Source: an optimization exercise on an open RTL-to-GDS flow (aim: small area, a short achievable clock period and few clock cycles per item). Production flows keep margins and buffers that such runs may drop. The RTL was checked by simulation tests, not by an equivalence proof against the original design.

===== flow/constraint.sdc =====
create_clock -name core_clock -period 7.0 [get_ports {clk}]
set_input_delay 1.4000 -clock core_clock [delete_from_list [all_inputs] [get_ports {clk}]]
set_output_delay 1.4000 -clock core_clock [all_outputs]
set_load 0.01 [all_outputs]

===== flow/design.v =====
`default_nettype none
package modem_pkg;
	localparam int sample_w = 16;  
	localparam int cordic_iter = 16;  
	localparam int cordic_ext = 2;  
	localparam int fifo_depth = 16;
	localparam int dly_w = 4;  
endpackage
`default_nettype wire
`timescale 1ns/10ps
`default_nettype none
module modem_ports(
	input wire clk,
	input wire rst,
	input wire iocs,
	input wire [2:0] ioaddr,
	input wire [15:0] din,
	input wire iowr,
	input wire iord,
	input wire [31:0] fifo_head,  
	input wire fifo_empty,
	input wire fifo_full,
	output logic [15:0] dout,  
	output logic xmt,  
	output logic xmt_o,  
	output logic ptt,
	output logic fm,  
	output logic [3:0] dly,
	output logic [15:0] tx_x,  
	output logic [15:0] tx_y,  
	output logic [15:0] tx_y_nxt,  
	output logic tx_new,  
	output logic fifo_flush,
	output logic cpu_pop
);
	logic wr;
	logic rd;
	logic wr_x;
	logic wr_y;
	logic wr_cfg;
	logic wr_cmd;
	logic [15:0] din_r;  
	logic xw_r;
	logic yw_r;
	assign wr = iocs & iowr;
	assign rd = iocs & iord;
	assign wr_x = wr & (ioaddr == 3'd0);
	assign wr_y = wr & (ioaddr == 3'd1);
	assign wr_cfg = wr & (ioaddr == 3'd2);
	assign wr_cmd = wr & (ioaddr == 3'd7);
	assign fifo_flush = wr_cmd & din[1];
	assign cpu_pop = rd & (ioaddr == 3'd1) & ~xmt;
	assign tx_y_nxt = din_r + (fm ? tx_y : 16'd0);
	assign tx_new = yw_r & xmt;
	always_ff @(posedge clk)
	begin
		if (rst)
		begin
			fm <= 1'b0;
			dly <= '0;
			xmt <= 1'b0;
			ptt <= 1'b0;
			tx_y <= '0;
			yw_r <= 1'b0;
			dout <= '0;
		end
		else
		begin
			if (wr_cfg)
			begin
				fm <= din[0];
				dly <= din[7:4];
			end
			if (wr_cmd)
			begin
				xmt <= din[0];
				ptt <= din[3];
			end
			yw_r <= wr_y;
			if (yw_r)
				tx_y <= tx_y_nxt;
			if (rd)
			begin
				case (ioaddr)
				3'd0: dout <= fifo_head[31:16];
				3'd1: dout <= fifo_head[15:0];
				3'd2: dout <= {8'h00, dly, 3'b000, fm};
				3'd3: dout <= {fifo_empty, fifo_full, 14'h0000};
				default: dout <= '0;
				endcase
			end
		end
	end
	always_ff @(posedge clk)
		xmt_o <= rst ? 1'b0 : (wr_cmd ? din[0] : xmt);
	always_ff @(posedge clk)
	begin
		xw_r <= wr_x;
		if (xw_r)
			tx_x <= din_r;
		if (wr_x || wr_y)
			din_r <= din;
	end
endmodule
`default_nettype wire
`timescale 1ns/10ps
`default_nettype none
module cordic_serial(
	input wire clk,
	input wire rst,
	input wire rotate,  
	input wire load,  
	input wire [15:0] xi,  
	input wire [15:0] yi,  
	input wire [15:0] zi,  
	output logic accept,  
	output logic [15:0] xo,
	output logic [15:0] yo,  
	output logic fin  
);
	localparam int W = 18;
	localparam logic [16*16-1:0] ATAN = {16'd0, 16'd1, 16'd1, 16'd3, 16'd5, 16'd10, 16'd20, 16'd41,
		16'd81, 16'd163, 16'd326, 16'd651, 16'd1297, 16'd2555, 16'd4836, 16'd8192};
	localparam logic [9*5-1:0] ZW = {5'd1, 5'd3, 5'd5, 5'd7, 5'd9, 5'd11, 5'd13, 5'd14, 5'd16};
	logic [8:0][W-1:0] x;
	logic [8:0][W-1:0] y;
	logic [8:0][15:0] z;  
	logic [8:0] dr;  
	logic [8:0] h;  
	logic [8:0] f;  
	logic [15:0] zacc;  
	logic v0;  
	logic it0;  
	logic [8:0] ua;  
	logic [8:0] ua2;  
	assign accept = ~v0;
	assign fin = h[8];
	logic s1;
	logic [W-1:0] xa1;
	logic [W-1:0] xb1;
	logic [W-1:0] ya1;
	logic [W-1:0] yb1;
	logic xsub1;
	logic ysub1;
	logic [13:0] za1;
	logic [13:0] zb1;
	logic zsub1;
	logic [W:0] xt1;
	logic [W:0] yt1;
	logic [14:0] zt1;
	always_comb
	begin
		s1 = rotate ? (z[0][15] ^ z[0][14]) : x[0][15];
		if (ua[1])
		begin
			xa1 = '0;
			xb1 = x[0];
			xsub1 = s1;
		end
		else
		begin
			xa1 = x[1];
			xb1 = it0 ? y[1] : {y[1][W-1], y[1][W-1:1]};
			xsub1 = dr[1];
		end
		if (ua2[1])
		begin
			ya1 = '0;
			yb1 = rotate ? x[0] : y[0];
			ysub1 = rotate ? z[0][15] : s1;
			za1 = z[0][13:0];
			zb1 = ATAN[13:0];
			zsub1 = ~z[0][14];
		end
		else
		begin
			ya1 = y[1];
			yb1 = it0 ? x[1] : {x[1][W-1], x[1][W-1:1]};
			ysub1 = ~dr[1];
			za1 = z[1][13:0];
			zb1 = ATAN[29:16];
			zsub1 = dr[1];
		end
	end
	assign xt1 = {xa1, 1'b1} + {xb1 ^ {W{xsub1}}, xsub1};
	assign yt1 = {ya1, 1'b1} + {yb1 ^ {W{ysub1}}, ysub1};
	assign zt1 = {za1, 1'b1} + {zb1 ^ {14{zsub1}}, zsub1};
	always_ff @(posedge clk)
	begin
		x[1] <= xt1[W:1];
		y[1] <= yt1[W:1];
		z[1] <= {{2{zt1[14]}}, zt1[14:1]};
		dr[1] <= rotate ? ~zt1[14] : yt1[W];
	end
	for (genvar s = 2; s < 9; s++)
	begin : g_unit
		localparam int WI = ZW[5*(s-1) +: 5];  
		localparam int WO = ZW[5*s +: 5];  
		localparam int I = 2*s-2;
		wire d = ua[s] ? dr[s-1] : dr[s];
		wire signed [W-1:0] xp = x[s-1];
		wire signed [W-1:0] yp = y[s-1];
		wire signed [W-1:0] xq = x[s];
		wire signed [W-1:0] yq = y[s];
		wire [W-1:0] xa = ua[s] ? x[s-1] : x[s];
		wire [W-1:0] ya = ua2[s] ? y[s-1] : y[s];
		wire [W-1:0] ys = ua[s] ? yp >>> I : yq >>> (I+1);
		wire [W-1:0] xs = ua2[s] ? xp >>> I : xq >>> (I+1);
		wire [WI-1:0] za = ua[s] ? z[s-1][WI-1:0] : {{(WI-WO){z[s][WO-1]}}, z[s][WO-1:0]};
		wire [WI-1:0] a = ua[s] ? ATAN[16*I +: WI] : ATAN[16*(I+1) +: WI];
		wire [W:0] xt = {xa, 1'b1} + {ys ^ {W{d}}, d};
		wire [W:0] yt = {ya, 1'b1} + {xs ^ {W{~d}}, ~d};
		wire [WI:0] zt = {za, 1'b1} + {a ^ {WI{d}}, d};
		always_ff @(posedge clk)
		begin
			x[s] <= xt[W:1];
			y[s] <= yt[W:1];
			z[s] <= {{(16-WI){zt[WI]}}, zt[WI:1]};
			dr[s] <= rotate ? ~zt[WO] : yt[W];  
		end
	end
	logic [15:0] za;
	logic zd;
	always_comb
	begin
		za = '0;
		zd = 1'b0;
		if (h[1])
		begin
			za = za | (it0 ? ATAN[15:0] : ATAN[31:16]);
			zd = zd | dr[1];
		end
		for (int s = 2; s < 9; s++)
		begin
			if (f[s-1])
			begin
				za = za | ATAN[16*(2*s-2) +: 16];
				zd = zd | dr[s-1];
			end
			if (h[s])
			begin
				za = za | ATAN[16*(2*s-1) +: 16];
				zd = zd | dr[s];
			end
		end
	end
	logic [16:0] zat;
	assign zat = {zacc, 1'b1} + {za ^ {16{zd}}, zd};
	always_comb
	begin
		ua[0] = 1'b0;
		ua2[0] = 1'b0;
		ua[1] = v0;
		ua2[1] = v0;
		for (int s = 2; s < 9; s++)
		begin
			ua[s] = f[s-1];
			ua2[s] = f[s-1];
		end
	end
	always_ff @(posedge clk)
	begin
		if (rst)
		begin
			v0 <= 1'b0;
			it0 <= 1'b0;
			h <= '0;
			f <= '0;
		end
		else
		begin
			v0 <= ~v0 & load;
			it0 <= v0 & ~rotate;
			h[1] <= v0 | it0;
			f[1] <= h[1] & ~it0;
			for (int s = 2; s < 9; s++)
			begin
				h[s] <= f[s-1];
				f[s] <= h[s];
			end
		end
	end
	always_ff @(posedge clk)
	begin
		x[0] <= {{2{xi[15]}}, xi};
		y[0] <= {{2{yi[15]}}, yi};
		z[0] <= zi;
		dr[0] <= 1'b0;
		if (v0)
			zacc <= {x[0][15], 15'd0};  
		else
			zacc <= zat[16:1];
		if (h[8])
		begin
			xo <= g_unit[8].xt[W:3];
			yo <= rotate ? g_unit[8].yt[W:3] : zacc;  
		end
	end
endmodule
`default_nettype wire
`timescale 1ns/10ps
`default_nettype none
module fm_discrim(
	input wire clk,
	input wire rst,
	input wire [15:0] mag,  
	input wire [15:0] phs,
	input wire iv,
	input wire fm,  
	input wire [3:0] dly,  
	output logic [31:0] res,  
	output logic ov
);
	logic [15:0] ring [16];
	logic [3:0] ph;  
	logic [3:0] wp;  
	logic [3:0] rs;  
	logic [4:0] hist;  
	logic pr;  
	logic pw;  
	logic do_rd;
	logic do_wr;
	logic [15:0] p;
	assign do_rd = pr & (ph == rs);
	assign do_wr = pw & (ph == wp);
	assign p = (fm && ({1'b0, dly} < hist)) ? ring[0] : 16'd0;
	logic [15:0] frq;  
	assign res = {mag, frq};
	always_ff @(posedge clk)
	begin
		if (rst)
		begin
			ph <= '0;
			wp <= '0;
			hist <= '0;
			pr <= 1'b0;
			pw <= 1'b0;
			ov <= 1'b0;
		end
		else
		begin
			ov <= do_rd;
			ph <= ph + 1'b1;
			if (iv)
			begin
				rs <= wp - dly;
				wp <= wp + 1'b1;
				pr <= 1'b1;
				pw <= 1'b1;
			end
			else
			begin
				if (do_rd)
					pr <= 1'b0;
				if (do_wr)
					pw <= 1'b0;
			end
			if (do_rd && !hist[4])
				hist <= hist + 1'b1;
		end
	end
	always_ff @(posedge clk)
	begin
		frq <= phs - p;  
		for (int i = 0; i < 15; i++)
			ring[i] <= ring[i+1];
		ring[15] <= do_wr ? phs : ring[0];
	end
endmodule
`default_nettype wire
`timescale 1ns/10ps
`default_nettype none
module sample_fifo(
	input wire clk,
	input wire rst,
	input wire flush,  
	input wire we,  
	input wire wr,  
	input wire [31:0] wdata,  
	input wire rd,
	output logic [31:0] rdata,  
	output logic empty,
	output logic full
);
	logic [31:0] mem [16];
	logic [3:0] wp;
	logic [3:0] rp;
	logic [4:0] count;
	logic do_wr;
	logic do_rd;
	assign empty = (count == 5'd0);
	assign full = count[4];
	assign do_wr = wr & ~full;  
	assign do_rd = rd & ~empty;
	assign rdata = mem[rp];
	always_ff @(posedge clk)
	begin
		if (rst || flush)
		begin
			wp <= '0;
			rp <= '0;
			count <= '0;
		end
		else
		begin
			if (do_wr)
				wp <= wp + 1'b1;
			if (do_rd)
				rp <= rp + 1'b1;
			if (do_wr && !do_rd)
				count <= count + 1'b1;
			else if (do_rd && !do_wr)
				count <= count - 1'b1;
		end
	end
	always_ff @(posedge clk)
	begin
		if (we && !full)
			mem[wp] <= wdata;  
	end
endmodule
`default_nettype wire
`timescale 1ns/10ps
`default_nettype none
module modem_top(
	input wire clk,
	input wire rst,
	input wire iocs,
	input wire [2:0] ioaddr,
	input wire [15:0] din,
	input wire iowr,
	input wire iord,
	input wire [15:0] rdix,  
	input wire [15:0] rdiy,  
	input wire riv,
	input wire toe,  
	output logic [15:0] dout,
	output logic [15:0] tdox,
	output logic [15:0] tdoy,
	output logic tov,
	output logic xmtout,
	output logic pttout
);
	logic xmt;
	logic xmt_o;
	logic [15:0] tx_y;
	logic tx_pend;  
	logic ptt;
	logic fm;
	logic [3:0] dly;
	logic [15:0] tx_x;
	logic [15:0] tx_y_nxt;
	logic tx_new;
	logic fifo_flush;
	logic cpu_pop;
	logic fifo_empty;
	logic fifo_full;
	logic [31:0] fifo_head;
	logic f_wr;
	logic f_we;
	logic f_rd;
	logic [31:0] f_data;
	logic c_accept;
	logic c_load;
	logic tx_load;
	logic [15:0] c_xi;
	logic [15:0] c_yi;
	logic [15:0] c_zi;
	logic [15:0] c_xo;
	logic [15:0] c_yo;
	logic c_rdy;
	logic rx_done;
	assign rx_done = c_rdy & ~xmt;  
	logic [31:0] rx_res;
	logic rx_ov;
	assign tx_load = xmt & toe & c_accept & (~fifo_empty | (tx_new & ~tx_pend));
	assign c_load = xmt ? tx_load : riv;
	assign c_xi = xmt ? (fifo_empty ? tx_x : fifo_head[31:16]) : rdix;
	assign c_yi = xmt ? 16'd0 : rdiy;
	assign c_zi = (xmt & fifo_empty) ? tx_y_nxt : (xmt ? fifo_head[15:0] : 16'd0);
	assign f_rd = xmt ? (tx_load & ~fifo_empty) : cpu_pop;
	assign f_wr = xmt ? tx_pend : rx_ov;
	assign f_we = f_wr;
	assign f_data = xmt ? {tx_x, tx_y} : rx_res;
	always_ff @(posedge clk)
	begin
		if (rst)
			tx_pend <= 1'b0;
		else
			tx_pend <= tx_new & ~(tx_load & fifo_empty);
	end
	always_ff @(posedge clk)
	begin
		if (rst)
			tov <= 1'b0;
		else
			tov <= c_rdy & xmt;
	end
	modem_ports u_ports (
		.clk(clk),
		.rst(rst),
		.iocs(iocs),
		.ioaddr(ioaddr),
		.din(din),
		.iowr(iowr),
		.iord(iord),
		.fifo_head(fifo_head),
		.fifo_empty(fifo_empty),
		.fifo_full(fifo_full),
		.dout(dout),
		.xmt(xmt),
		.xmt_o(xmt_o),
		.ptt(ptt),
		.fm(fm),
		.dly(dly),
		.tx_x(tx_x),
		.tx_y(tx_y),
		.tx_y_nxt(tx_y_nxt),
		.tx_new(tx_new),
		.fifo_flush(fifo_flush),
		.cpu_pop(cpu_pop)
	);
	cordic_serial u_cordic (
		.clk(clk),
		.rst(rst),
		.rotate(xmt),
		.load(c_load),
		.xi(c_xi),
		.yi(c_yi),
		.zi(c_zi),
		.accept(c_accept),
		.xo(c_xo),
		.yo(c_yo),
		.fin(c_rdy)
	);
	fm_discrim u_discrim (
		.clk(clk),
		.rst(rst),
		.mag(tdox),
		.phs(tdoy),
		.iv(rx_done),
		.fm(fm),
		.dly(dly),
		.res(rx_res),
		.ov(rx_ov)
	);
	sample_fifo u_fifo (
		.clk(clk),
		.rst(rst),
		.flush(fifo_flush),
		.we(f_we),
		.wr(f_wr),
		.wdata(f_data),
		.rd(f_rd),
		.rdata(fifo_head),
		.empty(fifo_empty),
		.full(fifo_full)
	);
	assign tdox = c_xo;
	assign tdoy = c_yo;
	assign xmtout = xmt_o;
	assign pttout = ptt;
endmodule
`default_nettype wire

===== flow/run.sh =====
#!/bin/bash
# synth_recipe.tcl (not shown) runs the flow's synth.tcl, then flattens the netlist and writes it again
# the make line also repeats each setting of config.mk as NAME=value (left out here)
make -C /OpenROAD-flow-scripts/flow DESIGN_CONFIG=/design/flow/config.mk WORK_HOME=/design/flow/orfs CLKGATE_MAP_FILE= SYNTH_SCRIPT=/design/flow/synth_recipe.tcl finish

===== flow/config.mk =====
export PLATFORM = sky130hd
export DESIGN_NAME = modem_top
export DESIGN_NICKNAME = modem_top
export VERILOG_FILES = /design/flow/design.v
export SDC_FILE = /design/flow/constraint.sdc
export NUM_CORES = 4
export LEC_CHECK = 0
export CAP_MARGIN = 20
export CORE_MARGIN = 2
export CORE_UTILIZATION = 40
export SETUP_SLACK_MARGIN = 3.6
export SLEW_MARGIN = 20
export TNS_END_PERCENT = 10

==> flow_summary.ini, run 1 <==
[logic_synthesis]
ys_ff_latch = 1368
yosysSeqAreaShare_pct = 50.8
syn-num-nets = 5854
synthArstFlopShare_pct = 0
yosys_warnings = 6
synth_top_cell_area_share_pct = 26.8
synth-main-ff-cell = dfxtp_1
synthTopCellsByArea = edfxtp_1 27%, dfxtp_1 24%, ha_1 7.5%
syn-instance-count = 5402
yosysTopAreaCell = edfxtp_1
synth_edf_count = 584
syn_area_per_cell_um2 = 12.1
ys_types = 79
synth_area_um2 = 65400

[layout]
fin_util_pct = 47.9
nets = 6209
fin_area_um2 = 77900
syn_to_final_growth_pct = 19.1
drive_gt1_share_pct = 22.8
layout_commonest_cell = dfxtp_1
fin_cells = 8061
final_cell_mix = 756 x dfxtp_1, 584 x edfxtp_1, 388 x xnor2_1, 375 x ha_1, 368 x mux2_2

[timing]
setup_tns_ns = 0
tightest_slew_ns = 1.18
slew_headroom_pct = 21.0
report.final.slew_viol_count = 0
rsz0062_at_grt = true
clock.fmax_ghz = 0.282
finalSetupViolCount = 0
fin_crit_sh_pct = 50.7
finalHoldViolCount = 0
min_period_ns = 3.55
fin_skew_ns = 0.0457

[worst_setup_path]
cpLargestDelayFamily = flip-flops
reg2reg_setup_slack_ns = 3.53
slowest_stage = edfxtp_1
endpoint_kind = primary output
reg2reg_to = u_cordic.xo[15]
crit_type = reg -> out
cp-start-kind = flop
crit_buf_inv = 1
max_stage_delay_ns = 0.72
reg2regPathDepth = 16
critPathRequiredTime_ns = 5.60
worstPathArrival_ns = 2.15
r2r_start = u_cordic.f[7]
crit_cells = 1
cp_max_fo = 3
path_cells = clkdlybuf4s50_1

[routing]
viasPerCell = 5.42
drc = 0
drt-initial-drc-count = 3366
wl_mm = 183
dr.pass1.iters = 5
wl_per_cell_um = 22.7
drtAntennaViolNets = 0
dr_total_vias = 43700

[floorplanning]
row_count = 148
start_util_pct = 40.2
die-area_um2 = 167000
dieHeight_um = 408
io_pins = 109
core_area_um2 = 163000
die_w_um = 408

[clock_network]
numCtsBuffers = 149
ctsRootBufferMaster = clkbuf_16
clk_path_buf_depth = 3
cts_tree = built
clock_latency_ns = 0.79
path_clk_slew_ns = 0.06
cts_hold_buffers = 0
cts_num_sinks = 1368
htree_levels = 4

[global_routing]
grt_pass1_vias = 42200
antenna_found_initial = 4
track_usage_pct = 21.3
grt_overflow = 0
grt_pass1_wl_mm = 269
grt_max_degree = 72

[place]
gp_congestion = 0.863
placed_area_um2 = 69000
port_buffers = 108
dpl.hpwl_mm = 121
dp.cells = 7546

[run]
maxCapViolCount = 0

[min_path]
hold_path.class = reg -> reg
holdPathEnd = u_discrim.ring[12][7]
min_path_cells = 0
hp-start = u_discrim.ring[13][7]

[outcome]
status = timing/DRC/antenna clean
cell usage after synthesis (all sizes together) (12+ instances only):
| library cell | number |
|---|---|
| dfxtp | 784 |
| edfxtp | 584 |
| xnor2 | 402 |
| ha | 390 |
| mux2 | 369 |
| nor2 | 322 |
| a21oi | 305 |
| nand2 | 245 |
| mux2i | 209 |
| o21ai | 189 |
| xor2 | 165 |
| mux4 | 160 |
| nor2b | 128 |
| inv | 127 |
| clkbuf | 108 |
| a21o | 92 |
| buf | 88 |
| nor3 | 83 |
| nand3 | 65 |
| nand2b | 60 |
| o21a | 56 |
| a31oi | 53 |
| a211oi | 44 |
| and2 | 40 |
| and3 | 39 |
| o21bai | 30 |
| or2 | 24 |
| or3 | 23 |
| o211ai | 21 |
| a22oi | 19 |
| a31o | 19 |
| a21boi | 16 |
| nand4 | 15 |
| nor4 | 12 |
| o31ai | 12 |
routing by layer:
layer | track usage, % | vias to the layer above | part of all wire, %
li1 | - | 20600 | -
met1 | 29.8 | 21600 | 45
met2 | 33.9 | 1229 | 46
met3 | 3.29 | 258 | 5.7
met4 | 6.23 | 2 | 3.1
met5 | 0 | - | 0.0044
state kept, by name, summed over array words and instances, names as in the netlist, 8 cells and up, named ones only:
| signal | cells |
|---|---|
| u_cordic.dr | 8 |
| u_cordic.h | 8 |
| u_cordic.x | 160 |
| u_cordic.xo | 16 |
| u_cordic.y | 160 |
| u_cordic.yo | 16 |
| u_cordic.z | 75 |
| u_cordic.zacc | 16 |
| u_discrim.frq | 16 |
| u_discrim.ring | 256 |
| u_fifo.mem | 512 |
| u_ports.din_r | 16 |
| u_ports.dout | 16 |
| u_ports.tx_x | 16 |
| u_ports.tx_y | 16 |
final cells by class:
cell class / count / area [µm²]
diodes: 3 / 7.51
clock buffers: 206 / 4110
clock inverters: 71 / 842
fillers: 14400 / 84700
inverters: 128 / 513
multi-input cells: 3713 / 32400
flip-flops and latches: 1368 / 33300
well taps: 2175 / 2720
repair buffers: 397 / 4040
timing repair:
action | in CTS | in global routing
resized for setup | 206 | 174
endpoints found under the setup margin | 403 | 228
gates cloned | 9 | 4
pin swaps | 60 | 101
buffers inserted | 128 | 94
kinds of logic (layout without fill, tap and decap cells):
| logic type | count (synthesis) | after routing | synth area share (%) |
|---|---|---|---|
| mux | 738 | 741 | 15.1 |
| other cells | 0 | 3 | 0 |
| xor+xnor | 567 | 567 | 7.59 |
| compound gates | 940 | 940 | 9.09 |
| fa+ha+maj | 394 | 394 | 7.58 |
| simple gates | 1071 | 1071 | 7.83 |
| buf+inv | 324 | 802 | 1.99 |
| flops | 1368 | 1368 | 50.8 |
worst max-delay path by stage:
stage | start | end
after floorplan | u_ports.xmt_o | u_fifo.mem[0][0]
after global placement | iocs | u_fifo.count[4]
after detailed placement | ioaddr[1] | u_fifo.count[4]
after CTS | u_ports.fm | u_ports.tx_y[14]
after global routing | u_cordic.f[5] | u_cordic.zacc[15]
final | u_cordic.xo[2] | tdox[2]
per-stage QoR:
| step | worst slack (ns) | hold slack [ns] |
|---|---|---|
| after CTS | 3.35 | 0.292 |
| after global placement | 1.75 | 0.310 |
| after global routing | 3.38 | 0.304 |
| after floorplan | 2.83 | 0.310 |
| after detailed placement | 1.79 | 0.312 |
| final | 3.45 | 0.299 |
Testbench counts, summed over its fixed seeds: cycles 1,160, items 512.
==> run 2, diff against run 1 <==
--- a/flow/design.v
+++ b/flow/design.v
@@ -58,11 +58,9 @@
 		begin
 			fm <= 1'b0;
 			dly <= '0;
-			xmt <= 1'b0;
 			ptt <= 1'b0;
 			tx_y <= '0;
 			yw_r <= 1'b0;
-			dout <= '0;
 		end
 		else
 		begin
@@ -73,26 +71,38 @@
 			end
 			if (wr_cmd)
 			begin
-				xmt <= din[0];
 				ptt <= din[3];
 			end
 			yw_r <= wr_y;
 			if (yw_r)
 				tx_y <= tx_y_nxt;
-			if (rd)
-			begin
-				case (ioaddr)
-				3'd0: dout <= fifo_head[31:16];
-				3'd1: dout <= fifo_head[15:0];
-				3'd2: dout <= {8'h00, dly, 3'b000, fm};
-				3'd3: dout <= {fifo_empty, fifo_full, 14'h0000};
-				default: dout <= '0;
-				endcase
-			end
+		end
+	end
+	logic xmt_n;
+	assign xmt = ~xmt_n;
+	always_ff @(posedge clk)
+	begin
+		if (rst)
+		begin
+			xmt_o <= 1'b0;
+			xmt_n <= 1'b1;
+		end
+		else if (wr_cmd)
+		begin
+			xmt_o <= din[0];
+			xmt_n <= ~din[0];
 		end
 	end
 	always_ff @(posedge clk)
-		xmt_o <= rst ? 1'b0 : (wr_cmd ? din[0] : xmt);
+	begin
+		case (ioaddr)
+		3'd0: dout <= fifo_head[31:16];
+		3'd1: dout <= fifo_head[15:0];
+		3'd2: dout <= {8'h00, dly, 3'b000, fm};
+		3'd3: dout <= {fifo_empty, fifo_full, 14'h0000};
+		default: dout <= '0;
+		endcase
+	end
 	always_ff @(posedge clk)
 	begin
 		xw_r <= wr_x;
@@ -128,6 +138,7 @@
 	logic [8:0] dr;  
 	logic [8:0] h;  
 	logic [8:0] f;  
+	logic [8:0] fn;  
 	logic [15:0] zacc;  
 	logic v0;  
 	logic it0;  
@@ -135,7 +146,8 @@
 	logic [8:0] ua2;  
 	assign accept = ~v0;
 	assign fin = h[8];
-	logic s1;
+	logic s0;  
+	logic ny0;  
 	logic [W-1:0] xa1;
 	logic [W-1:0] xb1;
 	logic [W-1:0] ya1;
@@ -150,12 +162,11 @@
 	logic [14:0] zt1;
 	always_comb
 	begin
-		s1 = rotate ? (z[0][15] ^ z[0][14]) : x[0][15];
 		if (ua[1])
 		begin
 			xa1 = '0;
 			xb1 = x[0];
-			xsub1 = s1;
+			xsub1 = s0;
 		end
 		else
 		begin
@@ -166,8 +177,8 @@
 		if (ua2[1])
 		begin
 			ya1 = '0;
-			yb1 = rotate ? x[0] : y[0];
-			ysub1 = rotate ? z[0][15] : s1;
+			yb1 = y[0];
+			ysub1 = ny0;
 			za1 = z[0][13:0];
 			zb1 = ATAN[13:0];
 			zsub1 = ~z[0][14];
@@ -255,7 +266,7 @@
 		for (int s = 2; s < 9; s++)
 		begin
 			ua[s] = f[s-1];
-			ua2[s] = f[s-1];
+			ua2[s] = ~fn[s-1];
 		end
 	end
 	always_ff @(posedge clk)
@@ -266,6 +277,7 @@
 			it0 <= 1'b0;
 			h <= '0;
 			f <= '0;
+			fn <= '1;
 		end
 		else
 		begin
@@ -273,10 +285,12 @@
 			it0 <= v0 & ~rotate;
 			h[1] <= v0 | it0;
 			f[1] <= h[1] & ~it0;
+			fn[1] <= ~(h[1] & ~it0);
 			for (int s = 2; s < 9; s++)
 			begin
 				h[s] <= f[s-1];
 				f[s] <= h[s];
+				fn[s] <= ~h[s];
 			end
 		end
 	end
@@ -286,6 +300,8 @@
 		y[0] <= {{2{yi[15]}}, yi};
 		z[0] <= zi;
 		dr[0] <= 1'b0;
+		s0 <= rotate ? (zi[15] ^ zi[14]) : xi[15];
+		ny0 <= rotate ? zi[15] : xi[15];
 		if (v0)
 			zacc <= {x[0][15], 15'd0};  
 		else
@@ -325,7 +341,8 @@
 	assign do_wr = pw & (ph == wp);
 	assign p = (fm && ({1'b0, dly} < hist)) ? ring[0] : 16'd0;
 	logic [15:0] frq;  
-	assign res = {mag, frq};
+	logic [15:0] mag_r;  
+	assign res = {mag_r, frq};
 	always_ff @(posedge clk)
 	begin
 		if (rst)
@@ -362,6 +379,7 @@
 	always_ff @(posedge clk)
 	begin
 		frq <= phs - p;  
+		mag_r <= mag;
 		for (int i = 0; i < 15; i++)
 			ring[i] <= ring[i+1];
 		ring[15] <= do_wr ? phs : ring[0];
@@ -407,10 +425,10 @@
 				wp <= wp + 1'b1;
 			if (do_rd)
 				rp <= rp + 1'b1;
-			if (do_wr && !do_rd)
-				count <= count + 1'b1;
-			else if (do_rd && !do_wr)
-				count <= count - 1'b1;
+			if (do_rd)
+				count <= do_wr ? count : count - 1'b1;
+			else
+				count <= do_wr ? count + 1'b1 : count;
 		end
 	end
 	always_ff @(posedge clk)
@@ -476,7 +494,7 @@
 	assign tx_load = xmt & toe & c_accept & (~fifo_empty | (tx_new & ~tx_pend));
 	assign c_load = xmt ? tx_load : riv;
 	assign c_xi = xmt ? (fifo_empty ? tx_x : fifo_head[31:16]) : rdix;
-	assign c_yi = xmt ? 16'd0 : rdiy;
+	assign c_yi = xmt ? c_xi : rdiy;  
 	assign c_zi = (xmt & fifo_empty) ? tx_y_nxt : (xmt ? fifo_head[15:0] : 16'd0);
 	assign f_rd = xmt ? (tx_load & ~fifo_empty) : cpu_pop;
 	assign f_wr = xmt ? tx_pend : rx_ov;
--- a/flow/config.mk
+++ b/flow/config.mk
@@ -7,7 +7,10 @@
 export LEC_CHECK = 0
 export CAP_MARGIN = 20
 export CORE_MARGIN = 2
-export CORE_UTILIZATION = 40
+export CORE_UTILIZATION = 55
+export CTS_CLUSTER_DIAMETER = 100
+export CTS_CLUSTER_SIZE = 20
+export PLACE_DENSITY = 0.68
 export SETUP_SLACK_MARGIN = 3.6
 export SLEW_MARGIN = 20
 export TNS_END_PERCENT = 10
==> flow_summary.ini, run 2 <==
[global_routing]
track_usage_pct = 27.4
antenna_found_initial = 11
grt_pass1_vias = 41500
grt_overflow = 0
grt_pass1_wl_mm = 253
grt_max_degree = 68

[logic_synthesis]
synth_area_um2 = 66200
syn-instance-count = 5453
synth.most_common_cell = dfxtp_1
syn_area_per_cell_um2 = 12.1
synth_top_cell_area_share_pct = 26.5
ys_types = 84
synthTopCellsByArea = edfxtp_1 26%, dfxtp_1 24%, ha_1 7.3%
yosys_warnings = 6
syn-num-nets = 5904
yosysTopAreaCell = edfxtp_1
ys_ff_latch = 1393
yosysSeqAreaShare_pct = 50.9
synth-main-ff-cell = dfxtp_1
synthArstFlopShare_pct = 0
synthTopCellsByCount = 809 x dfxtp_1, 584 x edfxtp_1, 442 x xnor2_1
synth_edf_count = 584

[worst_setup_path]
reg2reg_setup_slack_ns = 3.51
worstPathArrival_ns = 4.12
endpoint_kind = flop
r2r_start = u_ports.dly[2]
cp-start-kind = flop
critPathRequiredTime_ns = 7.63
reg2reg_to = u_discrim.frq[14]
crit_type = reg -> reg
critPathLaunch = u_ports.dly[2]
reg2regPathDepth = 16
crit_end = u_discrim.frq[14]
cp_max_fo = 4

[timing]
report.final.slew_viol_count = 0
slew_headroom_pct = 31.7
finalHoldViolCount = 0
fin_skew_ns = 0.0303
finalSetupViolCount = 0
min_period_ns = 3.49
tightest_slew_ns = 1.02
fin_crit_sh_pct = 49.8
setup_tns_ns = 0
rsz0062_at_grt = true
clock.fmax_ghz = 0.287
hold_slack_ns = 0.324

[layout]
largest_register_ffs = 512
regMostFlops = u_fifo.mem
layout_commonest_cell = dfxtp_1
final_cell_mix = 785 x dfxtp_1, 584 x edfxtp_1, 433 x xnor2_1, 375 x ha_1, 368 x mux2_2
drive_gt1_share_pct = 17.9
syn_to_final_growth_pct = 11.7
top_regs = u_fifo.mem x512, u_discrim.ring x256
nets = 6100

[clock_network]
clock_latency_ns = 0.70
clk_path_buf_depth = 3
htree_levels = 3
cts_tree = built
ctsRootBufferMaster = clkbuf_16
path_clk_slew_ns = 0.09
cts_hold_buffers = 0
cts_num_sinks = 1393
numCtsBuffers = 81

[floorplanning]
start_util_pct = 55.4
core_area_um2 = 120000
die_w_um = 351
row_count = 127
dieHeight_um = 351
die-area_um2 = 123000
io_pins = 109

[place]
dpl.hpwl_mm = 118
gp_congestion = 0.901
port_buffers = 108

[routing]
drtAntennaViolNets = 0
drc = 0
dr_total_vias = 42900
wl_per_cell_um = 23.4
drt-initial-drc-count = 3499
viasPerCell = 5.87
dr.pass1.iters = 8
wl_mm = 171

[outcome]
status = timing/DRC/antenna clean

[run]
maxCapViolCount = 0

[min_path]
hold_path.class = reg -> reg
[run 2: per-layer routing]
layer | share of wire, % | vias to the layer above | track usage, %
met5 | 0.011 | - | 0
met4 | 4.2 | 2 | 11.2
met3 | 5.5 | 280 | 4.53
met2 | 47 | 1089 | 44.4
met1 | 44 | 21200 | 36.6
li1 | - | 20400 | -
[run 2: worst min-delay path by stage]
stage                      startpoint                      to  slack [ns]  depth (start not counted)
2_1_floorplan    u_discrim.ring[1][0]    u_discrim.ring[0][0]        0.31                          0
3_3_place_gp    u_discrim.ring[4][12]   u_discrim.ring[3][12]        0.31                          0
3_5_place_dp   u_discrim.ring[15][14]  u_discrim.ring[14][14]        0.31                          0
4_1_cts          u_discrim.ring[1][0]    u_discrim.ring[0][0]        0.32                          0
5_1_grt          u_discrim.ring[1][0]    u_discrim.ring[0][0]        0.32                          0
6_report       u_discrim.ring[13][11]  u_discrim.ring[12][11]        0.32                          0
[run 2: cell families after synthesis]
group                    after synthesis  share of synthesized area (%)
adder cells (fa/ha/maj)              393                           7.47
flip-flops                          1393                           50.9
multiplexers                         771                           15.4
XOR/XNOR                             572                           7.56
AND/OR/NAND/NOR                      982                           7.06
AO/OA/AOI/OAI                        998                           9.56
buffers and inverters                344                           2.01
[run 2: through the flow]
stage	worst slack, ns	instances	utilization (%)	area (µm²)
6_report	3.51	7318	61.8	74000
5_1_grt	3.36	7312	61.8	74000
4_1_cts	3.53	7270	61.1	73200
3_5_place_dp	2.45	7051	57.9	69300
3_3_place_gp	2.44	7050	57.9	69300
2_1_floorplan	3.32	5453	-	66400
[run 2: final cells by class]
type	count	area (µm²)
antenna	6	15.0
clock buffer	120	2170
clock inverter	14	244
fill	9427	45700
inverter	161	646
multi-input combinational	3722	32200
sequential	1393	33800
tap	1612	2020
timing repair buffer	289	2920
timing repair inverter	1	8.76
[run 2: what timing repair did]
item	in CTS	in global routing
cloned	13	4
setup buffers	72	38
endpoints found under the hold margin	0	0
setup endpoints to repair	271	114
pin swaps	20	43
resized for setup	113	101
[run 2: critical path, stage by stage (launching register included)]
cell and delay (ns):
dfxtp_1 0.48, ha_1 0.29, a21o_1 0.20, a21oi_2 0.13, o21a_4 0.18, and2_4 0.16
ha_4 0.13, fa_2 0.23, nor2b_4 0.05, o21ai_2 0.16, a21boi_2 0.09, o21ai_2 0.20
a21boi_2 0.09, o2111ai_2 0.28, a31oi_4 0.13, or4b_4 0.56, nand3_2 0.08
Testbench counts of run 2, summed over its fixed seeds: cycles 1,160, items 512.
==> run 3, diff against run 2 <==
==> flow/config.mk (replaced) <==
export PLATFORM = sky130hd
export DESIGN_NAME = modem_top
export DESIGN_NICKNAME = modem_top
export VERILOG_FILES = /design/flow/design.v
export SDC_FILE = /design/flow/constraint.sdc
export NUM_CORES = 4
export LEC_CHECK = 0
export CAP_MARGIN = 20
export CORE_MARGIN = 2
export CORE_UTILIZATION = 60
export PLACE_DENSITY = 0.72
export SETUP_SLACK_MARGIN = 3.7
export SLEW_MARGIN = 20
export TNS_END_PERCENT = 10
==> flow_summary.ini, run 3 <==
[timing]
fin_ws_ns = 3.58
hold_slack_ns = 0.318
min_period_ns = 3.42
slew_headroom_pct = 26.8
setup_tns_ns = 0
finalSetupViolCount = 0
rsz0062_at_grt = true
report.final.slew_viol_count = 0
fin_crit_sh_pct = 48.9
fin_skew_ns = 0.0306
finalHoldViolCount = 0
clock.fmax_ghz = 0.292
tightest_slew_ns = 1.09

[clock_network]
clock_latency_ns = 0.78
ctsRootBufferMaster = clkbuf_16
path_clk_slew_ns = 0.06
htree_levels = 4
cts_tree = built
clk_path_buf_depth = 3
cts_num_sinks = 1393
numCtsBuffers = 143
cts_hold_buffers = 0

[layout]
fill_cells = 7433
multi_input_area_um2 = 32500
seqCellArea_um2 = 33800
syn_to_final_growth_pct = 16.7
fin_cells = 7364
drive_gt1_share_pct = 21.4
layout_commonest_cell = dfxtp_1
largest_register_ffs = 512
fin_area_um2 = 77300
final_cell_mix = 778 x dfxtp_1, 584 x edfxtp_1, 428 x xnor2_1, 368 x mux2_2, 366 x ha_1
top_regs = u_fifo.mem x512, u_discrim.ring x256
regMostFlops = u_fifo.mem
fin_util_pct = 70.8
nets = 6219

[logic_synthesis]
synth_edf_count = 584
synth.most_common_cell = dfxtp_1
syn_area_per_cell_um2 = 12.1
synthTopCellsByCount = 809 x dfxtp_1, 584 x edfxtp_1, 442 x xnor2_1
synth_area_um2 = 66200
synth-main-ff-cell = dfxtp_1
synthTopCellsByArea = edfxtp_1 26%, dfxtp_1 24%, ha_1 7.3%
synthArstFlopShare_pct = 0
syn-instance-count = 5453
yosysTopAreaCell = edfxtp_1
yosys_warnings = 6
synth_top_cell_area_share_pct = 26.5
ys_ff_latch = 1393
ys_types = 84
yosysSeqAreaShare_pct = 50.9
syn-num-nets = 5904

[worst_setup_path]
crit_cells = 13
worstPathArrival_ns = 3.93
endpoint_kind = flop
cpLargestDelayFamily = compound AO/OA/AOI/OAI gates
cp_max_fo = 5
path_cells = buf_12 > mux2i_4 > buf_6 > buf_4 > xnor2_1 > ha_1 > o21ai_0 > o21ba_2 > o41ai_4 > o31a_1 > a221o_1 > xnor2_2 > mux2_2
max_stage_delay_ns = 0.35
crit_buf_inv = 3
r2r_start = u_cordic.f[7]
critPathLaunch = u_cordic.f[7]
critPathRequiredTime_ns = 7.51
slowest_stage = dfxtp_4
reg2regPathDepth = 13
crit_type = reg -> reg
cp-start-kind = flop

[place]
port_buffers = 108
dp.cells = 6916
dpl.hpwl_mm = 117
pre_cts_ws_ns = 2.61
placed_area_um2 = 69200
gp_congestion = 0.924

[routing]
wl_mm = 179
drt-initial-drc-count = 3698
wl_per_cell_um = 24.4
drtAntennaViolNets = 0
drc = 0
dr_total_vias = 44700
viasPerCell = 6.07
dr.pass1.iters = 6

[floorplanning]
dieHeight_um = 336
core_area_um2 = 109000
row_count = 121
die_w_um = 336
start_util_pct = 60.7
die-area_um2 = 113000
io_pins = 109

[min_path]
hold_path.class = reg -> reg
hp-start = u_discrim.ring[4][6]
min_path_cells = 0

[global_routing]
antenna_found_initial = 7
grt_pass1_wl_mm = 265
track_usage_pct = 31.3
grt_pass1_vias = 43100
grt_max_degree = 71
grt_overflow = 0

[run]
maxCapViolCount = 0

[outcome]
status = timing/DRC/antenna clean
run 3: cell type report:
cell class	instances	area share, %
antenna	3	0.00971
clock buffer	189	5.05
clock inverter	73	1.42
inverter	161	0.838
multi-input combinational	3722	42.1
sequential	1393	43.7
tap	1476	2.39
timing repair buffer	345	4.46
timing repair inverter	2	0.0227
run 3: timing repair:
item	in CTS	in global routing
gates resized for setup	134	162
hold endpoints to repair	0	0
gates cloned	16	2
pin swaps	38	79
endpoints found under the setup margin	458	304
buffers inserted	79	86
run 3: per-layer routing:
metal	up-vias	part of all wire, %	global-route usage (%)
li1	20700	-	-
met1	22000	42	42.1
met2	1624	47	51.3
met3	372	6.5	4.31
met4	4	4.2	12.3
met5	-	0.016	0
run 3: logic make-up after synthesis:
logic type / count (synthesis) / synth area share [%]
buf+inv: 344 / 2.01
xor+xnor: 572 / 7.56
fa+ha+maj: 393 / 7.47
flops: 1393 / 50.9
compound gates: 998 / 9.56
mux: 771 / 15.4
simple gates: 982 / 7.06
run 3: final timing paths:
check             slack [ns]                    to
setup reg to reg        3.58       u_cordic.yo[15]
hold reg to reg         0.32  u_discrim.ring[3][6]
hold / removal          0.32  u_discrim.ring[3][6]
setup / recovery        3.58       u_cordic.yo[15]
==> run 4, diff against run 3 <==
--- a/flow/design.v
+++ b/flow/design.v
@@ -141,6 +141,7 @@
 	logic [8:0] fn;  
 	logic [15:0] zacc;  
 	logic v0;  
+	logic v0n;  
 	logic it0;  
 	logic [8:0] ua;  
 	logic [8:0] ua2;  
@@ -262,7 +263,7 @@
 		ua[0] = 1'b0;
 		ua2[0] = 1'b0;
 		ua[1] = v0;
-		ua2[1] = v0;
+		ua2[1] = ~v0n;
 		for (int s = 2; s < 9; s++)
 		begin
 			ua[s] = f[s-1];
@@ -274,6 +275,7 @@
 		if (rst)
 		begin
 			v0 <= 1'b0;
+			v0n <= 1'b1;
 			it0 <= 1'b0;
 			h <= '0;
 			f <= '0;
@@ -282,6 +284,7 @@
 		else
 		begin
 			v0 <= ~v0 & load;
+			v0n <= ~(~v0 & load);
 			it0 <= v0 & ~rotate;
 			h[1] <= v0 | it0;
 			f[1] <= h[1] & ~it0;
@@ -339,7 +342,8 @@
 	logic [15:0] p;
 	assign do_rd = pr & (ph == rs);
 	assign do_wr = pw & (ph == wp);
-	assign p = (fm && ({1'b0, dly} < hist)) ? ring[0] : 16'd0;
+	logic pv;  
+	assign p = pv ? ring[0] : 16'd0;
 	logic [15:0] frq;  
 	logic [15:0] mag_r;  
 	assign res = {mag_r, frq};
@@ -378,6 +382,7 @@
 	end
 	always_ff @(posedge clk)
 	begin
+		pv <= fm && ({1'b0, dly} < hist);
 		frq <= phs - p;  
 		mag_r <= mag;
 		for (int i = 0; i < 15; i++)
@@ -403,6 +408,7 @@
 	logic [31:0] mem [16];
 	logic [3:0] wp;
 	logic [3:0] rp;
+	logic [3:0] rpn;  
 	logic [4:0] count;
 	logic do_wr;
 	logic do_rd;
@@ -410,13 +416,18 @@
 	assign full = count[4];
 	assign do_wr = wr & ~full;  
 	assign do_rd = rd & ~empty;
-	assign rdata = mem[rp];
+	logic [31:0] mx;
+	logic [31:0] my;
+	assign mx = mem[rp];
+	assign my = mem[~rpn];
+	assign rdata = {mx[31:16], my[15:0]};
 	always_ff @(posedge clk)
 	begin
 		if (rst || flush)
 		begin
 			wp <= '0;
 			rp <= '0;
+			rpn <= '1;
 			count <= '0;
 		end
 		else
@@ -424,7 +435,10 @@
 			if (do_wr)
 				wp <= wp + 1'b1;
 			if (do_rd)
+			begin
 				rp <= rp + 1'b1;
+				rpn <= ~(rp + 1'b1);
+			end
 			if (do_rd)
 				count <= do_wr ? count : count - 1'b1;
 			else
--- a/flow/config.mk
+++ b/flow/config.mk
@@ -7,8 +7,10 @@
 export LEC_CHECK = 0
 export CAP_MARGIN = 20
 export CORE_MARGIN = 2
-export CORE_UTILIZATION = 60
+export CORE_UTILIZATION = 62
+export CTS_CLUSTER_DIAMETER = 110
+export CTS_CLUSTER_SIZE = 24
 export PLACE_DENSITY = 0.72
-export SETUP_SLACK_MARGIN = 3.7
+export SETUP_SLACK_MARGIN = 3.8
 export SLEW_MARGIN = 20
 export TNS_END_PERCENT = 10
==> flow_summary.ini, run 4 <==
[place]
dp.cells = 6826
placed_area_um2 = 69200
port_buffers = 108
gp_congestion = 0.903
dpl.hpwl_mm = 116
pre_cts_ws_ns = 2.50

[global_routing]
antenna_found_initial = 5
grtUsageMet3_pct = 3.75
grtUsageMet1_pct = 42.9
busiest_layer = met2
grt_pass1_wl_mm = 253
grt_pass1_vias = 41600
grt_overflow = 0
track_usage_pct = 30.9
grt_max_degree = 79
use_met2_pct = 50.4

[layout]
regMostFlops = u_fifo.mem
fin_util_pct = 71.3
diodes = 0
fill_cells = 7399
final_cell_mix = 784 x dfxtp_1, 584 x edfxtp_1, 408 x xnor2_1, 362 x ha_1, 356 x mux2_2
drive_gt1_share_pct = 20.4
nets = 6185
fin_cells = 7171
largest_register_ffs = 512
layout_commonest_cell = dfxtp_1
top_regs = u_fifo.mem x512, u_discrim.ring x256
fin_area_um2 = 75400
syn_to_final_growth_pct = 13.7

[timing]
slew_headroom_pct = 27.0
clock.fmax_ghz = 0.295
finalSetupViolCount = 0
hold_slack_ns = 0.316
fin_ws_ns = 3.61
fin_crit_sh_pct = 48.4
tightest_slew_ns = 1.10
fin_skew_ns = 0.0240
setup_tns_ns = 0
rsz0062_at_grt = true
min_period_ns = 3.39
report.final.slew_viol_count = 0
finalHoldViolCount = 0

[logic_synthesis]
yosys.area_share.adder_pct = 7.46
syn-num-nets = 5903
yosys_warnings = 6
synth_top_cell_area_share_pct = 26.5
yosysTopAreaCell = edfxtp_1
muxShareOfSynthArea_pct = 15.3
ys_ff_latch = 1399
syn-instance-count = 5452
synth_top_family_by_area = multiplexers
synthTopCellsByCount = 815 x dfxtp_1, 584 x edfxtp_1, 427 x xnor2_1
synthTopCellsByArea = edfxtp_1 26%, dfxtp_1 25%, ha_1 7.3%
synth.most_common_cell = dfxtp_1
synth_compound_area_share_pct = 9.13
synth-main-ff-cell = dfxtp_1
yosysSeqAreaShare_pct = 51.1
synth_edf_count = 584
ys_types = 83
synthArstFlopShare_pct = 0
synthSimpleGateAreaFrac_pct = 7.44
syn_area_per_cell_um2 = 12.2
synth_area_um2 = 66300
synth-xor-area-share_pct = 7.65

[routing]
drc = 0
wl_per_cell_um = 24.2
dr.pass1.iters = 6
drt-initial-drc-count = 3770
viasPerCell = 6.07
drtAntennaViolNets = 0
wl_mm = 174
dr_total_vias = 43600

[worst_setup_path]
critPathRequiredTime_ns = 5.60
reg2reg_to = u_cordic.x[143]
crit_type = reg -> out
worstPathArrival_ns = 1.99
crit_buf_inv = 1
cpLargestDelayFamily = flip-flops
cp-start-kind = flop
slowest_stage = edfxtp_1
reg2regPathDepth = 16
crit_cells = 1
max_stage_delay_ns = 0.67
r2r_start = u_cordic.f[6]
path_cells = clkdlybuf4s50_1
endpoint_kind = primary output
cp_max_fo = 3
reg2reg_setup_slack_ns = 3.62
crit_end = tdoy[13]
critPathLaunch = u_cordic.yo[13]

[floorplanning]
io_pins = 109
core_area_um2 = 106000
start_util_pct = 62.7
die_w_um = 331
die-area_um2 = 110000
dieHeight_um = 331
row_count = 119

[clock_network]
clock_latency_ns = 0.69
cts_tree = built
numCtsBuffers = 69
htree_levels = 3
cts_num_sinks = 1399
clk_path_buf_depth = 3
ctsRootBufferMaster = clkbuf_16
path_clk_slew_ns = 0.10

[outcome]
status = timing/DRC/antenna clean

[run]
maxCapViolCount = 0

[min_path]
hold_path.class = reg -> reg
==> run 4: cell count changes after synthesis, sizes merged, moves of 14 or more <==
cell    change
and2       +27
nor2       +32
nor2b      -17
o21ai      -55
o21bai     +17
or2        -14
xnor2      -15
xor2       +22
==> run 4: cells by family after synthesis <==
family | count (synthesis)
flops | 1399
compound gates | 943
mux | 768
xor+xnor | 579
buf+inv | 334
simple gates | 1036
fa+ha+maj | 393
==> run 4: final cells by class <==
type / count / area (µm²) / area share, %
Sequential cell: 1399 / 34000 / 45.1
Multi-Input combinational cell: 3721 / 32900 / 43.7
Timing Repair Buffer: 389 / 4000 / 5.31
Clock buffer: 106 / 1930 / 2.56
Tap cell: 1391 / 1740 / 2.31
Inverter: 153 / 618 / 0.820
Clock inverter: 11 / 203 / 0.269
Timing Repair inverter: 1 / 11.3 / 0.0149
==> run 4: worst min-delay path by stage <==
stage / cells after the start / from / slack (ns) / end
floorplan: 0 / u_discrim.ring[1][0] / 0.31 / u_discrim.ring[0][0]
global placement: 0 / u_discrim.ring[10][13] / 0.31 / u_discrim.ring[9][13]
detailed placement: 0 / u_discrim.ring[11][0] / 0.31 / u_discrim.ring[10][0]
CTS: 0 / u_discrim.ring[9][3] / 0.32 / u_discrim.ring[8][3]
global route: 0 / u_discrim.ring[9][4] / 0.33 / u_discrim.ring[8][4]
finish: 0 / u_discrim.ring[9][4] / 0.32 / u_discrim.ring[8][4]
==> run 4: layer usage <==
| layer | vias up | share of wire, % |
|---|---|---|
| met3 | 277 | 6.1 |
| met5 | - | 0.0046 |
| met2 | 1406 | 47 |
| met4 | 2 | 3.6 |
| met1 | 21400 | 43 |
| li1 | 20500 | - |
==> run 4: repair_timing <==
action | in CTS | in global routing
setup buffers | 104 | 107
hold buffers | 0 | 0
gates resized for setup | 233 | 169
pin swaps | 73 | 99
setup endpoints to repair | 297 | 186
gates cloned | 13 | 4
Testbench counts of run 4, summed over its fixed seeds: cycles 1,160, items 512.
==> run 5, diff against run 4 <==
--- a/flow/config.mk
+++ b/flow/config.mk
@@ -11,6 +11,6 @@
 export CTS_CLUSTER_DIAMETER = 110
 export CTS_CLUSTER_SIZE = 24
 export PLACE_DENSITY = 0.72
-export SETUP_SLACK_MARGIN = 3.8
+export SETUP_SLACK_MARGIN = 4.0
 export SLEW_MARGIN = 20
 export TNS_END_PERCENT = 10
==> flow_summary.ini, run 5 <==
[routing]
wl_mm = 183
drtAntennaViolNets = 0
drc = 0
dr_total_vias = 45300
wl_per_cell_um = 24.9
drt-initial-drc-count = 3807
viasPerCell = 6.16
dr.pass1.iters = 6

[layout]
syn_to_final_growth_pct = 17.1
fin_cells = 7344
drive_gt1_share_pct = 24.7
top_regs = u_fifo.mem x512, u_discrim.ring x256
nets = 6360
regMostFlops = u_fifo.mem
final_cell_mix = 783 x dfxtp_1, 584 x edfxtp_1, 395 x xnor2_1, 355 x mux2_2, 351 x buf_4
layout_commonest_cell = dfxtp_1
largest_register_ffs = 512
fin_util_pct = 73.4

[logic_synthesis]
synth.most_common_cell = dfxtp_1
synth-main-ff-cell = dfxtp_1
synth_top_cell_area_share_pct = 26.5
synthTopCellsByArea = edfxtp_1 26%, dfxtp_1 25%, ha_1 7.3%
syn-instance-count = 5452
synth_area_um2 = 66300
yosysTopAreaCell = edfxtp_1
synthArstFlopShare_pct = 0
ys_types = 83
yosysSeqAreaShare_pct = 51.1
synthTopCellsByCount = 815 x dfxtp_1, 584 x edfxtp_1, 427 x xnor2_1
syn_area_per_cell_um2 = 12.2
synth_edf_count = 584
ys_ff_latch = 1399
syn-num-nets = 5903
yosys_warnings = 6

[clock_network]
cts_tree = built
ctsRootBufferMaster = clkbuf_16
cts_num_sinks = 1399
path_clk_slew_ns = 0.10
clock_latency_ns = 0.69
cts_hold_buffers = 0
htree_levels = 3
clk_path_buf_depth = 3
numCtsBuffers = 69

[place]
dp.cells = 6829
dpl.hpwl_mm = 119
port_buffers = 108
gp_congestion = 0.918

[worst_setup_path]
endpoint_kind = flop
crit_type = reg -> reg
cp_max_fo = 10
worstPathArrival_ns = 4.00
cp-start-kind = flop
critPathRequiredTime_ns = 7.59

[floorplanning]
row_count = 119
die_w_um = 331
io_pins = 109
core_area_um2 = 106000
dieHeight_um = 331
start_util_pct = 62.7
die-area_um2 = 110000

[global_routing]
antenna_found_initial = 9
grt_max_degree = 64
grt_overflow = 0
grt_pass1_wl_mm = 269
track_usage_pct = 32.7
grt_pass1_vias = 43500

[timing]
min_period_ns = 3.42
fin_skew_ns = 0.0402
setup_tns_ns = 0
fin_crit_sh_pct = 48.8
rsz0062_at_grt = true
finalSetupViolCount = 0
finalHoldViolCount = 0
slew_headroom_pct = 31.9
hold_slack_ns = 0.328
tightest_slew_ns = 1.02
clock.fmax_ghz = 0.293
report.final.slew_viol_count = 0

[min_path]
hold_path.class = reg -> reg

[run]
maxCapViolCount = 0

[outcome]
status = timing/DRC/antenna clean
run 5: cell types whose count changed in the layout (fill, tap and decap cells not counted), moves of 10 or more:
cell / delta
a21oi_1: -25
a21oi_2: +27
buf_12: +10
buf_4: +146
buf_6: +13
ha_1: -18
ha_4: +16
o21ai_0: -29
o21ai_1: +13
o21ai_2: +17
xnor2_1: -13
xnor2_2: +12
run 5: through the flow:
stage | instance area [µm²] | setup slack [ns]
6_report | 77600 | 3.58
2_1_floorplan | 66700 | 3.12
3_3_place_gp | 69200 | 2.53
5_1_grt | 77600 | 3.43
4_1_cts | 75600 | 3.64
3_5_place_dp | 69200 | 2.50
run 5: final cells by class:
class                      count  area (µm²)
sequential                  1399       34000
multi-input combinational   3723       33700
fill                        7105       28100
timing repair buffer         561        5570
clock buffer                 103        1860
tap                         1391        1740
inverter                     153         632
clock inverter                 9         101
timing repair inverter         2        17.5
antenna                        3        7.51
run 5: per-layer routing:
metal / track usage [%] / vias up / wire length, µm
met2: 52.5 / 1713 / 85100
met5: 0 / - / 20
li1: - / 20800 / -
met1: 45.9 / 22400 / 76900
met3: 3.51 / 370 / 12800
met4: 13.0 / 4 / 8450
run 5: logic make-up after synthesis:
kind of cell / count (synthesis) / share of synthesized area, %
flops: 1399 / 51.1
simple gates: 1036 / 7.44
compound gates: 943 / 9.13
mux: 768 / 15.3
fa+ha+maj: 393 / 7.46
buf+inv: 334 / 1.93
xor+xnor: 579 / 7.65
run 5: what timing repair did:
item                                    CTS  global route
pin swaps                               213           151
gates cloned                             21             3
setup buffers                           274           102
endpoints found under the setup margin  877           788
gates resized for setup                 376           227
run 5: worst paths after layout:
| check | from | end | cells after the start | slack, ns |
|---|---|---|---|---|
| max | u_cordic.f[5] | u_cordic.zacc[15] | 19 | 3.58 |
| min | u_discrim.ring[3][5] | u_discrim.ring[2][5] | 0 | 0.33 |
| max reg2reg | u_cordic.f[5] | u_cordic.zacc[15] | 19 | 3.58 |
| min reg2reg | u_discrim.ring[3][5] | u_discrim.ring[2][5] | 0 | 0.33 |
run 5: worst max-delay path, stage by stage, from the launching register on:
cell,delay [ns]
dfxtp_4,0.38
buf_12,0.15
o21ai_1,0.14
nand4_1,0.23
nor2_4,0.23
inv_6,0.06
buf_12,0.14
xnor2_1,0.12
ha_1,0.36
nand2_1,0.12
nor2_1,0.06
a22o_1,0.22
a2111oi_4,0.27
o21ai_2,0.10
a31oi_2,0.17
buf_4,0.14
o21ai_2,0.05
a21oi_2,0.14
xnor2_1,0.07
o21a_1,0.16
==> run 6, diff against run 5 <==
--- a/flow/config.mk
+++ b/flow/config.mk
@@ -7,10 +7,10 @@
 export LEC_CHECK = 0
 export CAP_MARGIN = 20
 export CORE_MARGIN = 2
-export CORE_UTILIZATION = 62
+export CORE_UTILIZATION = 66
 export CTS_CLUSTER_DIAMETER = 110
-export CTS_CLUSTER_SIZE = 24
-export PLACE_DENSITY = 0.72
-export SETUP_SLACK_MARGIN = 4.0
+export CTS_CLUSTER_SIZE = 22
+export PLACE_DENSITY = 0.76
+export SETUP_SLACK_MARGIN = 3.8
 export SLEW_MARGIN = 20
 export TNS_END_PERCENT = 10
==> flow_summary.ini, run 6 <==
[global_routing]
grt_pass1_vias = 43100
grt_pass1_wl_mm = 265
grt_max_degree = 80
grt_overflow = 0
antenna_found_initial = 8
track_usage_pct = 34.2

[place]
pre_cts_ws_ns = 2.38
gp_congestion = 0.933
dpl.hpwl_mm = 118
port_buffers = 108

[clock_network]
cts_tree = built
htree_levels = 3
numCtsBuffers = 73
cts_hold_buffers = 0
cts_num_sinks = 1399
ctsRootBufferMaster = clkbuf_16
clock_latency_ns = 0.70
path_clk_slew_ns = 0.09
clk_path_buf_depth = 3

[worst_setup_path]
slowest_stage = a211oi_1
endpoint_kind = flop
worstPathArrival_ns = 4.00
critPathRequiredTime_ns = 7.54
reg2reg_to = u_cordic.y[3]
crit_type = reg -> reg
reg2reg_setup_slack_ns = 3.54
path_cells = buf_4 > mux4_2 > mux4_2 > and2_1 > a211oi_1 > a21oi_1
max_stage_delay_ns = 0.72
cp-start-kind = flop
reg2regPathDepth = 6
crit_top_cell = mux4_2
cp_max_fo = 34

[timing]
slew_headroom_pct = 30.0
rsz0062_at_grt = true
fin_skew_ns = 0.0320
report.final.slew_viol_count = 0
fin_crit_sh_pct = 49.4
finalHoldViolCount = 0
finalSetupViolCount = 0
hold_slack_ns = 0.324
setup_tns_ns = 0
fin_ws_ns = 3.54
min_period_ns = 3.46
tightest_slew_ns = 1.05
clock.fmax_ghz = 0.289

[layout]
final_cell_mix = 785 x dfxtp_1, 584 x edfxtp_1, 406 x xnor2_1, 369 x ha_1, 358 x mux2_2
fin_util_pct = 75.6
nets = 6216
largest_register_ffs = 512
top_regs = u_fifo.mem x512, u_discrim.ring x256
regMostFlops = u_fifo.mem
syn_to_final_growth_pct = 13.9
layout_commonest_cell = dfxtp_1
drive_gt1_share_pct = 20.7
fill_cells = 6479

[logic_synthesis]
syn-num-nets = 5903
synthTopCellsByCount = 815 x dfxtp_1, 584 x edfxtp_1, 427 x xnor2_1
synthTopCellsByArea = edfxtp_1 26%, dfxtp_1 25%, ha_1 7.3%
synthArstFlopShare_pct = 0
synth_top_cell_area_share_pct = 26.5
synth_area_um2 = 66300
synth_edf_count = 584
ys_ff_latch = 1399
syn-instance-count = 5452
yosys_warnings = 6
yosysTopAreaCell = edfxtp_1
yosysSeqAreaShare_pct = 51.1
synth.most_common_cell = dfxtp_1
synth-main-ff-cell = dfxtp_1
syn_area_per_cell_um2 = 12.2
ys_types = 83

[min_path]
min_path_cells = 0
holdPathEnd = u_discrim.ring[8][0]
hp-start = u_discrim.ring[9][0]
hold_path.class = reg -> reg

[routing]
dr_total_vias = 44700
drc = 0
wl_mm = 180
wl_per_cell_um = 25.3
drtAntennaViolNets = 0
viasPerCell = 6.28
drt-initial-drc-count = 3939
dr.pass1.iters = 5

[outcome]
status = timing/DRC/antenna clean

[floorplanning]
io_pins = 109
row_count = 116
die_w_um = 321
dieHeight_um = 321
start_util_pct = 66.4
core_area_um2 = 99900
die-area_um2 = 103000

[run]
maxCapViolCount = 0
## run 6: cell types whose count changed in the layout (fill, tap and decap cells not counted), moves of 17 or more
cell and change:
buf_6 -18, a21oi_2 -28, ha_4 -17, buf_4 -117
ha_1 +25, a21oi_1 +27
## run 6: logic make-up after synthesis
family                     share of synthesized area (%)
adders and majority gates                           7.46
AOI/OAI and AO/OA                                   9.13
muxes                                               15.3
xor gates and xnor gates                            7.65
and+or+nand+nor                                     7.44
buffers and inverters                               1.93
DFF                                                 51.1
## run 6: layout make-up
class / instances / area, µm² / share of cell area [%]
sequential: 1399 / 34000 / 45.0
multi-input combinational: 3721 / 32900 / 43.5
tap: 1298 / 1620 / 2.15
clock inverter: 8 / 141 / 0.187
timing repair inverter: 1 / 7.51 / 0.00995
inverter: 153 / 614 / 0.814
clock buffer: 110 / 1990 / 2.63
timing repair buffer: 416 / 4290 / 5.69
antenna: 1 / 2.50 / 0.00332
## run 6: worst max-delay path by stage
stage / to / depth (start not counted)
3_5_place_dp: u_cordic.dr[2] / 13
2_1_floorplan: u_cordic.dr[2] / 15
3_3_place_gp: u_cordic.dr[2] / 13
5_1_grt: u_cordic.zacc[14] / 16
6_report: u_cordic.y[3] / 6
4_1_cts: u_cordic.dr[4] / 14
## run 6: through the flow
stage,std cells,instance area (µm²)
floorplan,5452,66600
global placement,6738,69100
detailed placement,6738,69100
CTS,7001,73700
global route,7106,75500
finish,7107,75500
## run 6: per-layer routing
| metal | global-route usage (%) | vias up | wire length, µm |
|---|---|---|---|
| li1 | - | 20500 | - |
| met1 | 46.8 | 21900 | 74600 |
| met2 | 55.6 | 1832 | 84600 |
| met3 | 4.69 | 381 | 12900 |
| met4 | 13.3 | 2 | 7820 |
| met5 | 0 | - | 13 |
## run 6: what timing repair did
action,CTS,global route
pin swaps,78,124
buffers inserted,126,103
gates resized for setup,226,179
setup endpoints to repair,306,208
cloned,19,2
## run 6: worst max-delay path, delay by kind of cell (launching register included)
| kind | cells | cell delay (ns) |
|---|---|---|
| DFF | 1 | 0.68 |
| buffers and inverters | 1 | 0.55 |
| AOI/OAI and AO/OA | 2 | 0.79 |
| and+or+nand+nor | 1 | 0.22 |
| muxes | 2 | 1.03 |

afterwards: timing with drivers on the ports:
No port has a modelled driver above. Below, the same layouts with a new extraction and two added sets of constraints. Step 1: set_driving_cell puts a clkbuf_16 on clk and a buf_2 on each other input, an assumption about the parent block. Step 2, shift: input delay + t, output delay - t, t = (earliest + latest rising clock arrival at the registers) / 2. This alone moves slack from input paths to output paths. Slacks: ideal ports / drivers / drivers and shift; pairs: ideal ports / drivers.
run	shift t [ns]	setup WS [ns]	hold WS [ns]
run 1	0.849	3.449 / 3.369 / 2.797	0.299 / 0.299 / 0.299
run 2	0.754	3.513 / 3.513 / 3.090	0.324 / 0.324 / 0.324
run 3	0.841	3.580 / 3.546 / 3.015	0.318 / 0.318 / 0.318
run 4	0.760	3.609 / 3.526 / 3.010	0.316 / 0.316 / 0.316
run 5	0.748	3.585 / 3.585 / 3.298	0.328 / 0.328 / 0.328
run 6	0.758	3.539 / 3.539 / 2.953	0.324 / 0.324 / 0.324
After both steps every run listed still meets setup and hold. For run 1, which loses most, drivers alone change the setup slack by -0.080 ns; drivers and shift together by -0.652 ns.
